Source: an optimization exercise on an open RTL-to-GDS flow (aim: small area and a short achievable clock period). Production flows keep margins and buffers that such runs may drop.
Only simulation tests tie the RTL to the original design; equivalence was not proved.

==> inputs of amber <==
==> flow/design.v (excerpt) <==
module fc_neuron #(
    parameter int unsigned RELU_EN = 0
) (
    input  logic        clk,
    input  logic        rst,
    input  logic [63:0] pooledPixelArray,
    input  logic [63:0] weight,
    output logic [7:0]  result
);
    logic [7:0] p0, w0;
    assign p0 = pooledPixelArray[7:0];
    assign w0 = weight[7:0];
    logic [7:0] p1, w1;
    assign p1 = pooledPixelArray[15:8];
    assign w1 = weight[15:8];
    logic [7:0] p2, w2;
    assign p2 = pooledPixelArray[23:16];
    assign w2 = weight[23:16];
    logic [7:0] p3, w3;
    assign p3 = pooledPixelArray[31:24];
    assign w3 = weight[31:24];
    logic [7:0] p4, w4;
    assign p4 = pooledPixelArray[39:32];
    assign w4 = weight[39:32];
    logic [7:0] p5, w5;
    assign p5 = pooledPixelArray[47:40];
    assign w5 = weight[47:40];
    logic [7:0] p6, w6;
    assign p6 = pooledPixelArray[55:48];
    assign w6 = weight[55:48];
    logic [7:0] p7, w7;
    assign p7 = pooledPixelArray[63:56];
    assign w7 = weight[63:56];
  ...
export LEC_CHECK = 0
export ABC_AREA = 1
export CAP_MARGIN = 20
export CORE_MARGIN = 2
export CORE_UTILIZATION = 40
export CTS_BUF_LIST = sky130_fd_sc_hd__clkbuf_2 sky130_fd_sc_hd__clkbuf_4
export SLEW_MARGIN = 20
export SYNTH_HIERARCHICAL = 1
export SYNTH_MINIMUM_KEEP_SIZE = 0
create_clock -name core_clock -period 15.0 [get_ports {clk}]
standard.sh (not shown) runs the stock make flow with config.mk's settings and CLKGATE_MAP_FILE= SYNTH_SCRIPT=/design/flow/synth_recipe.tcl, a recipe that flattens the netlist after the stock synthesis.
==> flow/flow/run.sh <==
#!/bin/bash
# Standard ORFS layout, except that the port buffers are a small plain
# buffer instead of the delay cell buffer_ports picks by default.
set -euo pipefail
export BUFFER_PORTS_ARGS="-buffer_cell sky130_fd_sc_hd__buf_2"
bash standard.sh > standard.log 2>&1
==> zinc: changes against amber <==
==> flow/flow/run.sh (replaced) <==
#!/bin/bash
# Standard ORFS layout, except that the port buffers are the smallest plain
# buffer instead of the delay cell buffer_ports picks by default.
set -euo pipefail
export BUFFER_PORTS_ARGS="-buffer_cell sky130_fd_sc_hd__buf_1"
bash standard.sh > standard.log 2>&1
Settings changed: ABC_AREA 1 to unset.
==> summary of the runs <==
Of zinc and amber, zinc has the higher global-route usage (gap 1.0 points). In sequential cell count, zinc and amber do not differ. Sequential share of layout area is about the same in amber and zinc. Of amber and zinc, amber has the higher critical path depth (gap 1). Clock-buffer cell count is the same in zinc and amber. In zinc the die area is lower than in amber, by 2.3%. In zinc the fmax is lower than in amber, by about 4%. Hold slack: zinc is better than amber (0.050 ns). Against zinc, the cell count of amber is higher by 8.7%.

* * *

==> inputs of quartz <==
fc_neuron, a different RTL version from the one above (not shown whole).
==> flow/config.mk <==
export PLATFORM = sky130hd
export DESIGN_NAME = fc_neuron
export DESIGN_NICKNAME = fc_neuron
export VERILOG_FILES = /design/flow/design.v
export SDC_FILE = /design/flow/constraint.sdc
export NUM_CORES = 4
export LEC_CHECK = 0
export CAP_MARGIN = 20
export CORE_MARGIN = 2
export CORE_UTILIZATION = 40
export SLEW_MARGIN = 20
export SYNTH_HIERARCHICAL = 1
export SYNTH_MINIMUM_KEEP_SIZE = 0
==> flow/constraint.sdc <==
create_clock -name core_clock -period 15.0 [get_ports {clk}]
set_input_delay 3.0000 -clock core_clock [delete_from_list [all_inputs] [get_ports {clk}]]
set_output_delay 3.0000 -clock core_clock [all_outputs]
set_load 0.01 [all_outputs]
run.sh (not shown) runs the stock make flow with config.mk's settings and CLKGATE_MAP_FILE= SYNTH_SCRIPT=/design/flow/synth_recipe.tcl, a recipe that flattens the netlist after the stock synthesis.
Stock flow here: none of the scripts above is used.
==> inputs of fjord, as changes to quartz <==
==> flow/flow/run.sh (new file) <==
#!/bin/bash
# Standard ORFS layout, except that the port buffers are the smallest plain
# buffer instead of the delay cell buffer_ports picks by default.
set -euo pipefail
export BUFFER_PORTS_ARGS="-buffer_cell sky130_fd_sc_hd__buf_1"
bash standard.sh > standard.log 2>&1
==> flow/standard.sh (new file) <==
#!/bin/bash
# synth_recipe.tcl (not shown) runs the flow's synth.tcl, then flattens the netlist and writes it again
# the make line also repeats each setting of config.mk as NAME=value (left out here)
make -C /OpenROAD-flow-scripts/flow DESIGN_CONFIG=/design/flow/config.mk WORK_HOME=/design/flow/orfs CLKGATE_MAP_FILE= SYNTH_SCRIPT=/design/flow/synth_recipe.tcl "${@:-finish}"
removed: flow/run.sh
==> qor.yml <==
outcome: "finished clean"
gp_congestion: 0.976
stdcell_area_um2: 14500
cp-startpoint: "weight[19]"
post_drt_wl_per_cell_um: 25.4
slowest_stage: "fa_1"
worst_hold_slack_ns: 3.07
crit_chain: "buf_1 > nand2_1 > fa_1 > fa_1 > fa_1 > fa_1 > fa_1 > fa_1 > fa_1 > fa_1 > fa_1 > inv_1 > ha_1 > a21oi_1 > o21ai_2 > o41ai_1 > a21o_2 > o2111a_1 > o2111a_4 > a31oi_1"
min_period_over_period_pct: 65.7
layout_common_cells: "487 x fa_1, 409 x nand2_1, 137 x buf_1"
gr-usage-met2_pct: 42.6
pre_cts_ws_ns: 4.96
path_clk_slew_ns: 0.03
place_area_um2: 14400
wl_um: 44900
Source of the figures above: fjord

==> qor.yml <==
gr-usage-met2_pct: 42.2
place_area_um2: 15200
min_period_over_period_pct: 67.9
slowest_stage: "clkdlybuf4s50_1"
path_clk_slew_ns: 0.04
cp-startpoint: "weight[27]"
outcome: "finished clean"
stdcell_area_um2: 15300
gp_congestion: 0.951
layout_common_cells: "487 x fa_1, 409 x nand2_1, 137 x clkdlybuf4s50_1"
pre_cts_ws_ns: 4.62
Source of the figures above: quartz

[separate check: timing with driven ports]
The results above use ideal ports. As a check the final layouts listed here were re-extracted and re-timed, cells and wires unchanged. Step 1: set_driving_cell puts a clkbuf_16 on clk and a buf_2 on each other input, an assumption about the parent block. Step 2 adds t to the input delays and takes it off the output delays; t is the mean of the earliest and latest rising clock arrival at the registers after step 1. Input paths then give back, and output paths get back, about the clock's delay inside the block. Slacks: no drivers / after step 1 / after step 2; pairs: no drivers / after step 1.
| run | t (ns) | setup WS [ns] | worst hold slack (ns) | worst setup path after step 2 | pins driven straight from the clock port |
|---|---|---|---|---|---|
| amber | 0.276 | 6.228 / 6.218 / 5.943 | 3.012 / 3.014 / 3.289 | input to register | 1 |
| zinc | 0.259 | 5.877 / 5.873 / 5.614 | 3.063 / 3.074 / 3.332 | input to register | 1 |
| quartz | 0.251 | 4.818 / 4.808 / 4.557 | 3.418 / 3.417 / 3.668 | input to register | 1 |
| fjord | 0.255 | 5.145 / 5.143 / 4.888 | 3.071 / 3.074 / 3.329 | input to register | 1 |
After both steps every run listed still meets setup and hold. For amber, which loses most, drivers alone change the setup slack by -0.010 ns; drivers and shift together by -0.285 ns.
